Context: an optimization exercise on an open-source flow, tuned for small area. The choices shown serve that exercise and are no tape-out recipe. Only simulation tests tie the RTL to the original design; equivalence was not proved. Power is estimated from default activity; no workload was simulated.

## board_top
module board_top (
	input  logic                  clk_100m,
	input  logic                  rst_n,
	input  logic                  fpga_rstn,
	input  logic                  sclk,
	input  logic                  mosi,
	input  logic                  cs_n,
	output logic                  miso,
	input  logic [3:0]            dip,
	input  logic [4-1:0] enc_a,           
	input  logic [4-1:0] enc_b,           
	output logic [4-1:0] motor_pwm,       
	output logic [4-1:0] motor_brake,
	output logic [4-1:0] motor_droff
);
	logic [3:0] rst_cnt;
	logic       core_rst_n, age2, age3;
	assign core_rst_n = rst_cnt[3];
	assign age2       = rst_cnt[3] & rst_cnt[1];
	assign age3       = age2 & rst_cnt[0];
	always_ff @(posedge clk_100m)
	begin
		if (!rst_n || !fpga_rstn)
			rst_cnt <= '0;
		else if (!age3)
			rst_cnt <= rst_cnt + 1'b1;
	end
	logic [1:0]  sclk_sync, mosi_sync, cs_sync;
	logic        sclk_s, mosi_s, cs_s, sclk_d, sclk_rise, sclk_fall;
	logic [5:0]  state;
	logic        out_en;
	logic [32:0] shreg;
	logic [1:0]  wr_mot, wr_ofs;         
	logic        rd_req, wr_req;
	logic [31:0] rdata, wdata;
	logic [14:0] addr;
	assign sclk_s    = sclk_sync[1] & age2;
	assign mosi_s    = mosi_sync[1];
	assign cs_s      = cs_sync[1];
	assign sclk_rise = sclk_s & ~(sclk_d & age3);
	assign sclk_fall = ~sclk_s & sclk_d & age3;
	assign rd_req    = (state == 6'd16);
	assign wr_req    = (state == 6'd49);
	assign out_en    = (state >= 6'd17) && (state <= 6'd50);
	assign addr      = shreg[14:0];
	assign wdata     = shreg[31:0];
	assign miso      = out_en & (sclk_d ? shreg[32] : shreg[31]);
	always_ff @(posedge clk_100m)
	begin
		if (!core_rst_n || cs_s)
			state <= '0;
		else if (state == 6'd49 || state == 6'd50)
			state <= {5'b11001, sclk_fall};
		else if (rd_req || (sclk_rise && state <= 6'd48))
			state <= state + 1'b1;
	end
	always_ff @(posedge clk_100m)
	begin
		sclk_sync <= {sclk_sync[0], sclk};
		sclk_d    <= sclk_sync[1];
		mosi_sync <= {mosi_sync[0], mosi};
		cs_sync   <= {cs_sync[0], cs_n};
		if (rd_req)
			shreg <= {rdata[31], rdata};
		else if (sclk_rise)
  ...
Settings: LEC_CHECK=0, CAP_MARGIN=0, CORE_MARGIN=2, CORE_UTILIZATION=70, SLEW_MARGIN=0; clock period 10.0 ns.
standard.sh (not shown) runs the stock make flow with config.mk's settings and CLKGATE_MAP_FILE= SYNTH_SCRIPT=/design/flow/synth_recipe.tcl, a recipe that flattens the netlist after the stock synthesis.
==> flow/flow/run.sh <==
#!/bin/bash
# Own layout flow: the standard synthesis, then the combinational gates
# re-mapped by ABC for area (registers untouched), then the standard
# layout with CTS adding no dummy loads and buf_1 port buffers.
# Each tool's log is written to this folder (and ORFS's under orfs/logs).
set -euo pipefail
WORK=$(pwd)
FLOW_DIR=$WORK/flow
RES=$WORK/orfs/results/$FLOW_PLATFORM/board_top/base
YOSYS=$FLOW_HOME/../tools/install/yosys/bin/yosys
[[ -x $YOSYS ]] || YOSYS=yosys

bash standard.sh synth > standard_synth.log 2>&1

cp $RES/1_2_yosys.v $WORK/standard_1_2_yosys.v
export REMAP_LIB=$FLOW_HOME/platforms/$FLOW_PLATFORM/lib/sky130_fd_sc_hd__tt_025C_1v80.lib
export REMAP_NETLIST=$WORK/standard_1_2_yosys.v
export REMAP_SCRIPTS="$(ls $FLOW_DIR/remap*.abc | tr "\n" " ")"
export REMAP_OUT=$WORK/remap.v
export REMAP_DONT_USE="$(sed -n '/DONT_USE_CELLS += /,/^#/p' $FLOW_HOME/platforms/$FLOW_PLATFORM/config.mk | grep -o 'sky130_fd_sc_hd__[a-z0-9_]*' | tr '\n' ' ')"
$YOSYS -c $FLOW_DIR/remap.tcl > remap_yosys.log 2>&1
cp $REMAP_OUT $RES/1_2_yosys.v
touch $RES/1_2_yosys.v

export CTS_ARGS="-sink_clustering_enable -repair_clock_nets -dont_use_dummy_load -buf_list sky130_fd_sc_hd__clkbuf_16 -sink_clustering_size 26 -sink_clustering_max_diameter 100"
export BUFFER_PORTS_ARGS="-buffer_cell sky130_fd_sc_hd__buf_1"
bash standard.sh > standard_finish.log 2>&1
==> flow/flow/remap6.abc <==
&get -n
&st
&dch
&nf -R 1000 -p -C 32
&st
&dch
&nf -R 1000 -p -C 32
&st
&dch
&nf -R 1000 -p -C 32
&put
==> flow/flow/remap7.abc <==
&get -n
&st
&dch
&nf -R 1000 -p
&st
&dch
&nf -R 1000 -p
&st
&dch
&nf -R 1000 -p
&st
&dch
&nf -R 1000 -p
&st
&dch
&nf -R 1000 -p
&put
==> flow/flow/remap8.abc <==
&get -n
&st
&dc2
&dch
&nf -R 1000 -p
&st
&dc2
&dch
&nf -R 1000 -p
&st
&dc2
&dch
&nf -R 1000 -p
&put
Other scripts of this flow, unchanged in this note and not shown: flow/flow/remap.tcl, flow/flow/remap1.abc, flow/flow/remap2.abc, flow/flow/remap3.abc, flow/flow/remap4.abc, flow/flow/remap5.abc
Next try:
--- a/flow/config.mk
+++ b/flow/config.mk
@@ -8,4 +8,4 @@
 export CAP_MARGIN = 0
 export CORE_MARGIN = 2
-export CORE_UTILIZATION = 70
+export CORE_UTILIZATION = 65
 export SLEW_MARGIN = 0
removed: flow/flow/remap6.abc
removed: flow/flow/remap7.abc
removed: flow/flow/remap8.abc
After rerunning:
- The new run passed the timing, DRC and antenna checks
- critical path depth is unchanged
- design area is about the same
- cell count is higher by 0.90%
- via count is about the same
- non-clock buffer count is lower by 1
- sequential power stays flat
- hold slack got worse by 0.0031 ns
Next try:
--- a/flow/config.mk
+++ b/flow/config.mk
@@ -8,4 +8,4 @@
 export CAP_MARGIN = 0
 export CORE_MARGIN = 2
-export CORE_UTILIZATION = 65
+export CORE_UTILIZATION = 80
 export SLEW_MARGIN = 0
The changed run produced a clean layout.
Power hardly moves.
Worst setup slack loses 0.47 ns.
Die area falls by 18%.
Next try:
--- a/flow/flow/run.sh
+++ b/flow/flow/run.sh
@@ -23,5 +23,5 @@
 touch $RES/1_2_yosys.v
 
-export CTS_ARGS="-sink_clustering_enable -repair_clock_nets -dont_use_dummy_load -buf_list sky130_fd_sc_hd__clkbuf_16 -sink_clustering_size 26 -sink_clustering_max_diameter 100"
+export CTS_ARGS="-sink_clustering_enable -repair_clock_nets -dont_use_dummy_load -buf_list sky130_fd_sc_hd__clkbuf_16 -sink_clustering_size 28 -sink_clustering_max_diameter 100"
 export BUFFER_PORTS_ARGS="-buffer_cell sky130_fd_sc_hd__buf_1"
 bash standard.sh > standard_finish.log 2>&1
==> flow/flow/remap6.abc (new file) <==
&get -n
&st
&dch
&nf -R 1000 -p -C 32
&st
&dch
&nf -R 1000 -p -C 32
&st
&dch
&nf -R 1000 -p -C 32
&put
==> flow/flow/remap7.abc (new file) <==
&get -n
&st
&dch
&nf -R 1000 -p
&st
&dch
&nf -R 1000 -p
&st
&dch
&nf -R 1000 -p
&st
&dch
&nf -R 1000 -p
&st
&dch
&nf -R 1000 -p
&put
==> flow/flow/remap8.abc (new file) <==
&get -n
&st
&dc2
&dch
&nf -R 1000 -p
&st
&dc2
&dch
&nf -R 1000 -p
&st
&dc2
&dch
&nf -R 1000 -p
&put
--- a/flow/config.mk
+++ b/flow/config.mk
@@ -8,4 +8,4 @@
 export CAP_MARGIN = 0
 export CORE_MARGIN = 2
-export CORE_UTILIZATION = 80
+export CORE_UTILIZATION = 65
 export SLEW_MARGIN = 0
Setup slack gets better by 0.30 ns.
Sequential power is about the same.
Final cell count grows by 2.4%.
Clock-buffer cell count shrinks by 1.
Total power shrinks by 0.89%.

========
board_top, a different RTL version from the one above (not shown whole).
Size in the first run: about 2300 cells after synthesis, about 460 flip-flops, roughly 31 I/O pins, roughly 23000 sq um of cells after synthesis.
Settings: LEC_CHECK=0, CAP_MARGIN=20, CORE_MARGIN=2, CORE_UTILIZATION=70, CTS_BUF_LIST=sky130_fd_sc_hd__clkbuf_4, SLEW_MARGIN=20; clock period 10.0 ns.
run.sh (not shown) runs the stock make flow with config.mk's settings and CLKGATE_MAP_FILE= SYNTH_SCRIPT=/design/flow/synth_recipe.tcl, a recipe that flattens the netlist after the stock synthesis.
Stock flow here: none of the scripts above is used.
The baseline finished clean.
Then changed:
- CORE_UTILIZATION: 70 -> 40
- CTS_BUF_LIST: sky130_fd_sc_hd__clkbuf_4 -> default
The changed run ran to the end with no violations.
Sequential share of layout area shrinks by 0.88 points.
Global-route usage went down by 15 points.
Maximum frequency barely changes.
Routed wire length went up by 5.4%.
Non-clock buffer count climbs by 9.
Synthesized cell count stays the same.
Core utilization shrinks by 33 points.
Final area increases by 2.1%.
Setup slack improved by 14 ps.

========
## the baseline
board_top, a different RTL version from the one above (not shown whole).
For scale: roughly 460 flip-flops, about 0.023 sq mm of cells after synthesis.
export LEC_CHECK = 0
export CAP_MARGIN = 20
export CORE_MARGIN = 2
export CORE_UTILIZATION = 65
export CTS_BUF_LIST = sky130_fd_sc_hd__clkbuf_16
export CTS_CLUSTER_DIAMETER = 45
export CTS_CLUSTER_SIZE = 30
export SLEW_MARGIN = 20
create_clock -name core_clock -period 10.0 [get_ports {clk_100m}]
> inputs changed (the baseline -> the candidate)
Settings: a change of CTS_CLUSTER_DIAMETER from 45 to 100; a change of CTS_CLUSTER_SIZE from 30 to 26; a change of CAP_MARGIN from 20 to 0; a change of SLEW_MARGIN from 20 to 0.
==> flow/flow/run.sh (new file) <==
#!/bin/bash
# Standard layout with two changes: CTS adds no dummy loads, and the port
# buffers are buf_1 cells. Each tool's log is kept under orfs/logs.
set -euo pipefail
export CTS_ARGS="-sink_clustering_enable -repair_clock_nets -dont_use_dummy_load -buf_list sky130_fd_sc_hd__clkbuf_16 -sink_clustering_size 26 -sink_clustering_max_diameter 100"
export BUFFER_PORTS_ARGS="-buffer_cell sky130_fd_sc_hd__buf_1"
bash standard.sh > standard_make.log 2>&1
==> flow/standard.sh (new file) <==
#!/bin/bash
# synth_recipe.tcl (not shown) runs the flow's synth.tcl, then flattens the netlist and writes it again
# the make line also repeats each setting of config.mk as NAME=value (left out here)
make -C /OpenROAD-flow-scripts/flow DESIGN_CONFIG=/design/flow/config.mk WORK_HOME=/design/flow/orfs CLKGATE_MAP_FILE= SYNTH_SCRIPT=/design/flow/synth_recipe.tcl "${@:-finish}"
removed: flow/run.sh
Findings:
Summary of the candidate over the baseline: number of cells in the design after placement saw little to no change; switching power total saw a decrease; clock-buffer cell count saw a decrease; power saw a decrease; detailed-routed wire length on met3 saw an increase.
Aggregate global-route resource usage on the candidate is down relative to the baseline.
On utilization after layout, the higher figure sits with the baseline, not the candidate.
Routing usage on met1 in the candidate vs the baseline: down 0.85 points
Relative to the baseline, the maximum clock frequency of the candidate is higher by 0.81 MHz.

-- afterwards: timing with drivers on the ports --
No port has a modelled driver above. Below, the same layouts with a new extraction and two added sets of constraints.
Step 1 sets driving cells, clkbuf_16 on the clock port and buf_2 on the other inputs (assumed; they add their load-dependent delay and slew).
Step 2 adds t to the input delays and takes it off the output delays; t is the mean of the earliest and latest rising clock arrival at the registers after step 1. Input paths then give back, and output paths get back, about the clock's delay inside the block.
Three values: no drivers, after step 1, after step 2; two values: the first two.
run	t, ns	setup WS [ns]	worst hold slack (ns)	latest minus earliest clock arrival (ns)	worst register clock-pin slew, ns
the first run of note 1	0.587	1.896 / 1.896 / 1.896	0.328 / 0.328 / 0.328	0.052 / 0.052	0.11 / 0.11
the second run of note 1	0.603	2.528 / 2.528 / 2.528	0.325 / 0.325 / 0.325	0.047 / 0.048	0.11 / 0.11
the third run of note 1	0.595	2.063 / 2.063 / 2.063	0.300 / 0.300 / 0.300	0.055 / 0.055	0.12 / 0.12
the fourth run of note 1	0.577	2.361 / 2.361 / 2.361	0.280 / 0.280 / 0.280	0.066 / 0.066	0.12 / 0.12
the first run of note 2	0.866	2.848 / 2.848 / 2.848	0.318 / 0.318 / 0.318	0.053 / 0.054	0.08 / 0.08
the second run of note 2	0.668	2.861 / 2.861 / 2.861	0.312 / 0.312 / 0.312	0.045 / 0.046	0.07 / 0.07
the baseline	0.638	2.210 / 2.210 / 2.210	0.331 / 0.331 / 0.331	0.024 / 0.024	0.07 / 0.07
the candidate	0.601	2.259 / 2.259 / 2.259	0.335 / 0.335 / 0.335	0.043 / 0.043	0.11 / 0.11
After both steps setup and hold are still met in every run listed.
